Context: an optimization exercise on an open-source flow, tuned for small area and a short achievable clock period. The choices shown serve that exercise and are no tape-out recipe. The RTL was checked by simulation tests, not by an equivalence proof against the original design. No activity file was given, so power comes from the tool's default toggle rates.

Setup of sierra:
==> flow/design.v (excerpt) <==
module ex_stage
(
  input  logic             i_clk,
  input  logic             i_reset,
  input  logic             i_valid,          
  input  ex_pkg::alu_op_e  i_alu_op,
  input  logic [2:0]       i_funct3,
  input  logic             i_funct7b,
  input  ex_pkg::word_t    i_a,
  input  ex_pkg::word_t    i_b,
  input  ex_pkg::word_t    i_imm,
  input  ex_pkg::word_t    i_pc,
  input  ex_pkg::reg_idx_t i_rd,
  input  logic             i_reg_write,
  input  logic             i_mem_read,
  input  logic             i_mem_write,
  input  logic             i_mem_to_reg,
  output logic             o_valid,
  output ex_pkg::word_t    o_result,
  output ex_pkg::word_t    o_store_data,
  output ex_pkg::byte_en_t o_byte_en,
  output ex_pkg::reg_idx_t o_rd,
  output logic             o_reg_write,
  output logic             o_mem_read,
  output logic             o_mem_write,
  output logic             o_mem_to_reg,
  output logic             o_redirect,
  output ex_pkg::word_t    o_redirect_pc
);
  ex_pkg::word_t result_base;
  ex_pkg::word_t target;
  logic          slt;
  logic          lt_s;
  logic          lt_u;
  logic          redirect;
  alu_core u_alu_core
  (
    .i_alu_op  (i_alu_op),
    .i_funct3  (i_funct3),
    .i_funct7b (i_funct7b),
    .i_a       (i_a),
    .i_b       (i_b),
    .i_imm     (i_imm),
    .i_pc      (i_pc),
    .i_lt_s    (lt_s),
    .i_lt_u    (lt_u),
    .o_result_base (result_base),
    .o_slt     (slt),
    .o_target  (target)
  );
  branch_unit u_branch_unit
  (
    .i_valid    (i_valid),
    .i_alu_op   (i_alu_op),
    .i_funct3   (i_funct3),
    .i_a        (i_a),
    .i_b        (i_b),
    .i_imm      (i_imm),
  ...
clock: 5.0 ns
lec_check: 0
cap_margin: 20
core_margin: 2
core_utilization: 60
gpl_routability_driven: 0
place_density: 0.85
setup_slack_margin: 0.5
slew_margin: 20
standard.sh (not shown) runs the stock make flow with config.mk's settings and CLKGATE_MAP_FILE= SYNTH_SCRIPT=/design/flow/synth_recipe.tcl, a recipe that flattens the netlist after the stock synthesis.
==> flow/flow/run.sh <==
#!/bin/bash
# The standard layout, with single-drive buffers on the ports instead of
# the resizer's default pick (a delay cell), and timing repair free to resize
# a cell to any drive strength, not only to one with the same footprint
set -euo pipefail
export BUFFER_PORTS_ARGS="-buffer_cell sky130_fd_sc_hd__buf_1"
bash standard.sh MATCH_CELL_FOOTPRINT=0 finish > standard.log 2>&1
sierra reached the end of the flow, and the finished layout is clean on the timing, DRC and antenna checks.
#### Input delta (cedar over sierra)
# sierra
export LEC_CHECK = 0
export CAP_MARGIN = 20
export CORE_MARGIN = 2
export CORE_UTILIZATION = 60
export GPL_ROUTABILITY_DRIVEN = 0
export PLACE_DENSITY = 0.85
export SETUP_SLACK_MARGIN = 0.5
export SLEW_MARGIN = 20
create_clock -name core_clock -period 5.0 [get_ports {i_clk}]
# cedar
export LEC_CHECK = 0
export CAP_MARGIN = 20
export CORE_MARGIN = 2
export CORE_UTILIZATION = 60
export PLACE_DENSITY = 0.75
export SETUP_SLACK_MARGIN = 0.7
export SLEW_MARGIN = 20
create_clock -name core_clock -period 5.0 [get_ports {i_clk}]
==> flow/flow/run.sh <==
#!/bin/bash
# The standard layout, with single-drive buffers on the ports instead of
# the resizer's default pick (a delay cell)
set -euo pipefail
export BUFFER_PORTS_ARGS="-buffer_cell sky130_fd_sc_hd__buf_1"
bash standard.sh > standard.log 2>&1
### Flow results
- Diff sierra -> cedar: data arrival time at the worst-slack endpoint went down 0.10 ns; antenna cell count -1.
- Looking at minimum setup slack in the final design across both flows, cedar is the stronger of the two, with sierra trailing.
- Clock power share was higher in the run labelled cedar.
- Taking sierra as the reference, in cedar met3 demand-to-capacity share in global routing lost 5.6 points; count of clock-buffer cells in the layout +1.
- Sequential cell count: cedar vs sierra identical
- Cells: cedar has more instances than sierra
Modified inputs, quartz compared to cedar
# cedar
export LEC_CHECK = 0
export CAP_MARGIN = 20
export CORE_MARGIN = 2
export CORE_UTILIZATION = 60
export PLACE_DENSITY = 0.75
export SETUP_SLACK_MARGIN = 0.7
export SLEW_MARGIN = 20
create_clock -name core_clock -period 5.0 [get_ports {i_clk}]
# quartz
export LEC_CHECK = 0
export CAP_MARGIN = 20
export CORE_MARGIN = 2
export CORE_UTILIZATION = 60
export GPL_TIMING_DRIVEN = 0
export PLACE_DENSITY = 0.75
export SLEW_MARGIN = 20
create_clock -name core_clock -period 5.0 [get_ports {i_clk}]
--- a/flow/flow/run.sh
+++ b/flow/flow/run.sh
@@ -3 +3,2 @@
-# the resizer's default pick (a delay cell)
+# the resizer's default pick (a delay cell); timing repair aims for 0.5 ns of
+# setup slack up to clock tree synthesis and only fixes violations after routing
@@ -6 +7,2 @@
-bash standard.sh > standard.log 2>&1
+SETUP_SLACK_MARGIN=0.5 bash standard.sh cts > standard_cts.log 2>&1
+SETUP_SLACK_MARGIN=0 bash standard.sh > standard_finish.log 2>&1
Results
NOTE buffer count excluding the clock tree in the final layout cedar->quartz increased by a little under 10%. Switching power for quartz is higher than for cedar. quartz ended with more global placement routability congestion than cedar. Between quartz and cedar, it is quartz whose critical path required time is higher, by 0.05 ns. Share of layout cells above drive strength 1 (quartz over cedar): decrease, 1.5 points. Cmp quartz vs cedar: placed standard-cell area lower in quartz.
--- input diff quartz..lagoon ---
# quartz
export LEC_CHECK = 0
export CAP_MARGIN = 20
export CORE_MARGIN = 2
export CORE_UTILIZATION = 60
export GPL_TIMING_DRIVEN = 0
export PLACE_DENSITY = 0.75
export SLEW_MARGIN = 20
create_clock -name core_clock -period 5.0 [get_ports {i_clk}]
# lagoon
export LEC_CHECK = 0
export CAP_MARGIN = 20
export CORE_MARGIN = 2
export CORE_UTILIZATION = 60
export PLACE_DENSITY = 0.75
export SETUP_SLACK_MARGIN = 0.6
export SLEW_MARGIN = 20
create_clock -name core_clock -period 5.0 [get_ports {i_clk}]
==> flow/flow/run.sh <==
#!/bin/bash
# The standard layout, with single-drive buffers on the ports instead of
# the resizer's default pick (a delay cell)
set -euo pipefail
export BUFFER_PORTS_ARGS="-buffer_cell sky130_fd_sc_hd__buf_1"
bash standard.sh > standard.log 2>&1
==> comparison <==
Against quartz, lagoon reports a sum of met3 wire segment lengths after detailed routing that is lower. Looking only at met1 wire length, and setting everything else aside, the higher value of lagoon and quartz goes to lagoon. lagoon vs. quartz: final standard cell area without fillers went down by about 1.1%; worst hold slack shows an increase of 0.0075 ns; layout net count fell by about 2.4%; buffer and inverter count on the worst path went down 3. Across both runs, fraction of the cycle the final worst path needs was lower for lagoon than for quartz.

========
Starting RTL as in the previous note.
clock: 5.0 ns
lec_check: 0
cap_margin: 20
core_margin: 2
core_utilization: 60
gpl_timing_driven: 0
place_density: 0.75
setup_slack_margin: 0.5
slew_margin: 20
==> flow/flow/run.sh <==
#!/bin/bash
# The standard layout, with single-drive buffers on the ports instead of
# the resizer's default pick (a delay cell)
set -euo pipefail
export BUFFER_PORTS_ARGS="-buffer_cell sky130_fd_sc_hd__buf_1"
bash standard.sh > standard.log 2>&1
Next try:
==> flow/flow/run.sh (replaced) <==
#!/bin/bash
# The standard layout, with single-drive buffers on the ports instead of
# the resizer's default pick (a delay cell), and timing repair free to resize
# a cell to any drive strength, not only to one with the same footprint
set -euo pipefail
export BUFFER_PORTS_ARGS="-buffer_cell sky130_fd_sc_hd__buf_1"
bash standard.sh MATCH_CELL_FOOTPRINT=0 finish > standard.log 2>&1
--- a/flow/config.mk
+++ b/flow/config.mk
@@ -9,6 +9,6 @@
 export CORE_MARGIN = 2
 export CORE_UTILIZATION = 60
-export GPL_TIMING_DRIVEN = 0
-export PLACE_DENSITY = 0.75
-export SETUP_SLACK_MARGIN = 0.5
+export GPL_ROUTABILITY_DRIVEN = 0
+export PLACE_DENSITY = 0.85
+export SETUP_SLACK_MARGIN = 0.7
 export SLEW_MARGIN = 20
What happened:
- worst hold slack improved by 0.0056 ns
- via count falls by 0.41%
- maximum frequency rises by 4.7%
- synthesized cell count stays the same
- power falls by 0.55%
- non-clock buffer count falls by 41
- area after synthesis stays the same
- first-iteration DRC count rises by 28%
- global-route usage falls by 3.5 points
- clock-buffer cell count falls by 1
- routed wire length falls by 5.8%
Next try:
==> flow/flow/run.sh (replaced) <==
#!/bin/bash
# The standard layout, with single-drive buffers on the ports instead of
# the resizer's default pick (a delay cell)
set -euo pipefail
export BUFFER_PORTS_ARGS="-buffer_cell sky130_fd_sc_hd__buf_1"
bash standard.sh > standard.log 2>&1
--- a/flow/config.mk
+++ b/flow/config.mk
@@ -9,6 +9,5 @@
 export CORE_MARGIN = 2
 export CORE_UTILIZATION = 60
-export GPL_ROUTABILITY_DRIVEN = 0
-export PLACE_DENSITY = 0.85
-export SETUP_SLACK_MARGIN = 0.7
+export PLACE_DENSITY = 0.75
+export SETUP_SLACK_MARGIN = 0.5
 export SLEW_MARGIN = 20
Effect:
- non-clock buffer count drops by 21
- first-iteration DRC count drops by a quarter to a third
- worst hold slack got worse by 0.0057 ns
- power drops by a few percent
- final cell count drops slightly
- worst setup slack got worse by 0.027 ns
Next try:
==> flow/flow/run.sh (replaced) <==
#!/bin/bash
# The standard layout, with single-drive buffers on the ports instead of
# the resizer's default pick (a delay cell), and timing repair free to resize
# a cell to any drive strength, not only to one with the same footprint
set -euo pipefail
export BUFFER_PORTS_ARGS="-buffer_cell sky130_fd_sc_hd__buf_1"
bash standard.sh MATCH_CELL_FOOTPRINT=0 finish > standard.log 2>&1
--- a/flow/config.mk
+++ b/flow/config.mk
@@ -10,4 +10,4 @@
 export CORE_UTILIZATION = 60
 export PLACE_DENSITY = 0.75
-export SETUP_SLACK_MARGIN = 0.5
+export SETUP_SLACK_MARGIN = 0.7
 export SLEW_MARGIN = 20
First-iteration DRC count is higher by 3.0%.
Final cell count went up by 1.3%.
Utilization went up by 1.5 points.
Worst hold slack stays flat.
Worst setup slack gets better by 0.066 ns.
Synthesized cell count stays the same.
Total power goes up by 1.3%.
Clock power rises by about 0.7%.

==> re-timing with driven ports <==
No port has a modelled driver above. Below, the same layouts with a new extraction and two added sets of constraints.
Step 1 (the two cells are an assumption about what drives the block):
set clk [get_ports {i_clk}]
set_driving_cell -lib_cell sky130_fd_sc_hd__clkbuf_16 $clk
set_driving_cell -lib_cell sky130_fd_sc_hd__buf_2 [delete_from_list [all_inputs] $clk]
Step 2 moves the port delays by t, midway between the first and last clock arrival at a register: inputs arrive t later, outputs are due t later. That takes back most of the time a late clock gives input paths.
Three values: ideal, step 1, step 2; two values: the first two.
run | shift t [ns] | setup slack, ns | clock arrival spread, ns | worst data-port slew with drivers (ns)
sierra | 0.409 | 0.590 / 0.612 / 0.203 | 0.016 / 0.016 | 0.07
cedar | 0.412 | 0.679 / 0.693 / 0.281 | 0.014 / 0.014 | 0.06
quartz | 0.413 | 0.282 / 0.308 / -0.106 | 0.022 / 0.023 | 0.06
lagoon | 0.406 | 0.626 / 0.646 / 0.240 | 0.011 / 0.012 | 0.05
the first run of note 2 | 0.410 | 0.472 / 0.493 / 0.083 | 0.020 / 0.020 | 0.06
the second run of note 2 | 0.401 | 0.676 / 0.696 / 0.295 | 0.016 / 0.015 | 0.06
the third run of note 2 | 0.414 | 0.649 / 0.651 / 0.237 | 0.016 / 0.016 | 0.06
the fourth run of note 2 | 0.404 | 0.715 / 0.738 / 0.334 | 0.012 / 0.012 | 0.06
With both steps, setup timing fails in quartz, where it was met with ideal ports. The setup slack of the third run of note 2, which loses most, moves by +0.002 ns with the drivers and by -0.412 ns with both steps.
